Background: an optimization exercise with open tools, aiming at small area. Do not read the settings as production practice. In this exercise RTL edits were held to simulation tests only and were not proved equivalent to the original.

== 06-02 ==
==> flow/design.v <==
module wb_grf_hold (
  input  logic q,
  input  logic w,
  input  logic s,
  input  logic sn,
  output logic d
);
  assign d = (q & sn) | (w & s);
endmodule
module wb_grf_aoi222 (
  input  logic a1, a2, b1, b2, c1, c2,
  output logic y
);
  assign y = ~((a1 & a2) | (b1 & b2) | (c1 & c2));
endmodule
module wb_grf_aoi22 (
  input  logic a1, a2, b1, b2,
  output logic y
);
  assign y = ~((a1 & a2) | (b1 & b2));
endmodule
module wb_grf_ao22 (
  input  logic a1, a2, b1, b2,
  output logic y
);
  assign y = (a1 & a2) | (b1 & b2);
endmodule
module wb_grf_nand4 (
  input  logic a, b, c, d,
  output logic y
);
  assign y = ~(a & b & c & d);
endmodule
module wb_grf_tail (
  input  logic n8, n9, a1, a2, b1, b2,
  output logic z
);
  logic m;
  assign m = ~((a1 & a2) | (b1 & b2));
  assign z = ~(n8 & n9 & m);
endmodule
module wb_grf_rdbit (
  input  logic [31:0] d,
  input  logic [31:0] s,
  output logic        y
);
  logic [9:0] n;
  logic       z;
  for (genvar k = 0; k < 10; k++) begin : g_aoi
    wb_grf_aoi222 u_aoi (
      .a1(d[3*k]),   .a2(s[3*k]),
      .b1(d[3*k+1]), .b2(s[3*k+1]),
      .c1(d[3*k+2]), .c2(s[3*k+2]),
      .y (n[k])
    );
  end
  wb_grf_tail u_tail (
    .n8(n[8]), .n9(n[9]),
    .a1(d[30]), .a2(s[30]),
    .b1(d[31]), .b2(s[31]),
    .z (z)
  );
  logic [1:0] g;
  wb_grf_nand4 u_g0 (.a(n[0]), .b(n[1]), .c(n[2]), .d(n[3]), .y(g[0]));
  wb_grf_nand4 u_g1 (.a(n[4]), .b(n[5]), .c(n[6]), .d(n[7]), .y(g[1]));
  assign y = g[0] | g[1] | z;
endmodule
module wb_grf #(
  parameter int DW          = 32,
  parameter int NREG        = 32,
  parameter int PC_LINK_OFS = 8
) (
  input  logic          clk,
  input  logic          reset,
  input  logic [DW-1:0] wb_dm_data,
  input  logic [DW-1:0] wb_alu_out,
  input  logic [4:0]    wb_waddr,
  input  logic [DW-1:0] wb_pc,
  input  logic [1:0]    wb_mem_to_reg,
  input  logic [4:0]    rs_addr,
  input  logic [4:0]    rt_addr,
  output logic [DW-1:0] rs_data,
  output logic [DW-1:0] rt_data,
  output logic [DW-1:0] wb_wdata,
  output logic          wb_we
);
  logic [DW-1:0]   regs [1:NREG-1];
  logic [DW-1:0]   regs_d [1:NREG-1];
  logic [NREG-1:1] valid;
  always_comb begin
    case (wb_mem_to_reg)
      2'd0:    wb_wdata = wb_alu_out;
      2'd1:    wb_wdata = wb_dm_data;
      2'd2:    wb_wdata = wb_pc + DW'(PC_LINK_OFS);
      default: wb_wdata = '0;
    endcase
    wb_we = (wb_waddr != 5'd0);
  end
  logic [NREG-1:1] wsel, wsel_n;
  always_comb begin
    for (int i = 1; i < NREG; i++) begin
      wsel[i]   = (wb_waddr == 5'(i));
      wsel_n[i] = (wb_waddr != 5'(i));
    end
  end
  logic            rs_byp, rt_byp;
  logic [NREG-1:1] rd_ok;
  logic [NREG-1:0] rs_sel, rt_sel;
  always_comb begin
    rs_byp = wb_we && (rs_addr == wb_waddr);
    rt_byp = wb_we && (rt_addr == wb_waddr);
    rs_sel[0] = rs_byp;
    rt_sel[0] = rt_byp;
    for (int i = 1; i < NREG; i++) begin
      rd_ok[i]  = valid[i] && wsel_n[i];
      rs_sel[i] = (rs_addr == 5'(i)) && rd_ok[i];
      rt_sel[i] = (rt_addr == 5'(i)) && rd_ok[i];
    end
  end
  for (genvar b = 0; b < DW; b++) begin : g_bit
    logic [NREG-1:0] col;
    assign col[0] = wb_wdata[b];
    for (genvar i = 1; i < NREG; i++) begin : g_reg
      assign col[i] = regs[i][b];
      wb_grf_hold u_hold (
        .q (regs[i][b]),
        .w (wb_wdata[b]),
        .s (wsel[i]),
        .sn(wsel_n[i]),
        .d (regs_d[i][b])
      );
    end
    wb_grf_rdbit u_rs (.d(col), .s(rs_sel), .y(rs_data[b]));
    wb_grf_rdbit u_rt (.d(col), .s(rt_sel), .y(rt_data[b]));
  end
  always_ff @(posedge clk or posedge reset) begin
    if (reset) begin
      valid <= '0;
    end else begin
      valid <= valid | wsel;
    end
  end
  always_ff @(posedge clk) begin
    for (int i = 1; i < NREG; i++) begin
      regs[i] <= regs_d[i];
    end
  end
endmodule
==> flow/config.mk <==
export PLATFORM = sky130hd
export DESIGN_NAME = wb_grf
export DESIGN_NICKNAME = wb_grf
export VERILOG_FILES = /design/flow/design.v
export SDC_FILE = /design/flow/constraint.sdc
export NUM_CORES = 4
export LEC_CHECK = 0
export CAP_MARGIN = 20
export CELL_PAD_IN_SITES_DETAIL_PLACEMENT = 0
export CELL_PAD_IN_SITES_GLOBAL_PLACEMENT = 0
export CORE_MARGIN = 2
export CORE_UTILIZATION = 50
export CTS_BUF_LIST = sky130_fd_sc_hd__clkbuf_8
export CTS_CLUSTER_DIAMETER = 70
export CTS_CLUSTER_SIZE = 14
export PLACE_DENSITY = 0.6
export SLEW_MARGIN = 20
export SYNTH_HIERARCHICAL = 1
export SYNTH_MINIMUM_KEEP_SIZE = 0
export BUFFER_PORTS_ARGS = -buffer_cell sky130_fd_sc_hd__buf_1
export CTS_ARGS = -sink_clustering_enable -repair_clock_nets -dont_use_dummy_load -buf_list sky130_fd_sc_hd__clkbuf_8 -sink_clustering_size 14 -sink_clustering_max_diameter 70
==> flow/constraint.sdc <==
create_clock -name core_clock -period 7.5 [get_ports {clk}]
set_input_delay 1.5000 -clock core_clock [delete_from_list [all_inputs] [get_ports {clk}]]
set_output_delay 1.5000 -clock core_clock [all_outputs]
set_load 0.01 [all_outputs]
standard.sh (not shown) runs the stock make flow with config.mk's settings and CLKGATE_MAP_FILE= SYNTH_SCRIPT=/design/flow/synth_recipe.tcl, a recipe that flattens the netlist after the stock synthesis.
==> flow/flow/run.sh <==
#!/bin/bash
# Own layout flow: the standard flow (standard synthesis unchanged), with
# two changes to how the layout is made:
#  - the port buffers are plain buf_1 cells instead of the resizer's default
#    pick (a clkdlybuf4s50_1 delay cell); every port still gets its buffer;
#  - clock tree synthesis without dummy loads, using clkbuf_8 leaf clusters.
set -euo pipefail
cat >> config.mk <<'EOF'
export BUFFER_PORTS_ARGS = -buffer_cell sky130_fd_sc_hd__buf_1
export CTS_ARGS = -sink_clustering_enable -repair_clock_nets -dont_use_dummy_load -buf_list sky130_fd_sc_hd__clkbuf_8 -sink_clustering_size 14 -sink_clustering_max_diameter 70
EOF
bash standard.sh > standard_flow.log 2>&1
--- input diff 06-02..12-13 ---
--- a/flow/design.v
+++ b/flow/design.v
@@ -37,8 +37,18 @@
 );
   logic m;
   assign m = ~((a1 & a2) | (b1 & b2));
   assign z = ~(n8 & n9 & m);
+endmodule
+module wb_grf_rdsel (
+  input  logic [7:0]  hi,
+  input  logic [3:0]  lo,
+  input  logic [31:1] ok,
+  output logic [31:1] sel
+);
+  for (genvar i = 1; i < 32; i++) begin : g_sel
+    assign sel[i] = hi[i / 4] && lo[i % 4] && ok[i];
+  end
 endmodule
 module wb_grf_rdbit (
   input  logic [31:0] d,
   input  logic [31:0] s,
@@ -104,20 +114,34 @@
     end
   end
   logic            rs_byp, rt_byp;
   logic [NREG-1:1] rd_ok;
-  logic [NREG-1:0] rs_sel, rt_sel;
+  logic [7:0]      rs_hi, rt_hi;
+  logic [3:0]      rs_lo, rt_lo;
+  for (genvar k = 0; k < 8; k++) begin : g_hi
+    assign rs_hi[k] = (rs_addr[4:2] == 3'(k));
+    assign rt_hi[k] = (rt_addr[4:2] == 3'(k));
+  end
+  for (genvar j = 0; j < 4; j++) begin : g_lo
+    assign rs_lo[j] = (rs_addr[1:0] == 2'(j));
+    assign rt_lo[j] = (rt_addr[1:0] == 2'(j));
+  end
+  logic [NREG-1:0] rs_sel_lo, rt_sel_lo, rs_sel_hi, rt_sel_hi;
   always_comb begin
     rs_byp = wb_we && (rs_addr == wb_waddr);
     rt_byp = wb_we && (rt_addr == wb_waddr);
-    rs_sel[0] = rs_byp;
-    rt_sel[0] = rt_byp;
     for (int i = 1; i < NREG; i++) begin
-      rd_ok[i]  = valid[i] && wsel_n[i];
-      rs_sel[i] = (rs_addr == 5'(i)) && rd_ok[i];
-      rt_sel[i] = (rt_addr == 5'(i)) && rd_ok[i];
+      rd_ok[i] = valid[i] && wsel_n[i];
     end
   end
+  assign rs_sel_lo[0] = rs_byp;
+  assign rs_sel_hi[0] = rs_byp;
+  assign rt_sel_lo[0] = rt_byp;
+  assign rt_sel_hi[0] = rt_byp;
+  wb_grf_rdsel u_rs_lo (.hi(rs_hi), .lo(rs_lo), .ok(rd_ok), .sel(rs_sel_lo[NREG-1:1]));
+  wb_grf_rdsel u_rs_hi (.hi(rs_hi), .lo(rs_lo), .ok(rd_ok), .sel(rs_sel_hi[NREG-1:1]));
+  wb_grf_rdsel u_rt_lo (.hi(rt_hi), .lo(rt_lo), .ok(rd_ok), .sel(rt_sel_lo[NREG-1:1]));
+  wb_grf_rdsel u_rt_hi (.hi(rt_hi), .lo(rt_lo), .ok(rd_ok), .sel(rt_sel_hi[NREG-1:1]));
   for (genvar b = 0; b < DW; b++) begin : g_bit
     logic [NREG-1:0] col;
     assign col[0] = wb_wdata[b];
     for (genvar i = 1; i < NREG; i++) begin : g_reg
@@ -129,10 +153,18 @@
         .sn(wsel_n[i]),
         .d (regs_d[i][b])
       );
     end
-    wb_grf_rdbit u_rs (.d(col), .s(rs_sel), .y(rs_data[b]));
-    wb_grf_rdbit u_rt (.d(col), .s(rt_sel), .y(rt_data[b]));
+    logic [NREG-1:0] rs_s, rt_s;
+    if (b < DW/2) begin : g_lo
+      assign rs_s = rs_sel_lo;
+      assign rt_s = rt_sel_lo;
+    end else begin : g_hi
+      assign rs_s = rs_sel_hi;
+      assign rt_s = rt_sel_hi;
+    end
+    wb_grf_rdbit u_rs (.d(col), .s(rs_s), .y(rs_data[b]));
+    wb_grf_rdbit u_rt (.d(col), .s(rt_s), .y(rt_data[b]));
   end
   always_ff @(posedge clk or posedge reset) begin
     if (reset) begin
       valid <= '0;
--- outcome ---
Endpoint of the most critical setup path = rt_data[21]: 06-02; endpoint of the most critical setup path = rs_data[18]: 12-13. The higher area fraction in compound gates after synthesis came out of 06-02. From 06-02 to 12-13 the numbers moved as follows: adder and majority gate portion of the synthesized area flat; initial antenna violation count has decreased; global-route usage lost 5.4 points; final area down about 0.37%.

==> static timing again, ports no longer ideal <==
The results above use ideal ports. As a check the final layouts listed here were re-extracted and re-timed, cells and wires unchanged. Step 1 assumes that a clkbuf_16 drives the clock port and a buf_2 every other input. Step 2 adds t to the input delays and takes it off the output delays; t is the mean of the earliest and latest rising clock arrival at the registers after step 1. Input paths then give back, and output paths get back, about the clock's delay inside the block. a / b / c = ideal / step 1 / step 2; a / b = the first two.
run	t, ns	setup slack, ns	hold slack, ns	slew at the worst register clock pin (ns)	pins driven straight from the clock port
06-02	0.811	0.862 / 0.829 / 0.829	0.477 / 0.477 / 0.477	0.11 / 0.11	1
12-13	0.772	0.770 / 0.740 / 0.740	0.467 / 0.467 / 0.467	0.10 / 0.10	1
After both steps setup and hold are still met in every run listed. For 06-02, which loses most, drivers alone change the setup slack by -0.033 ns; drivers and shift together by -0.033 ns.
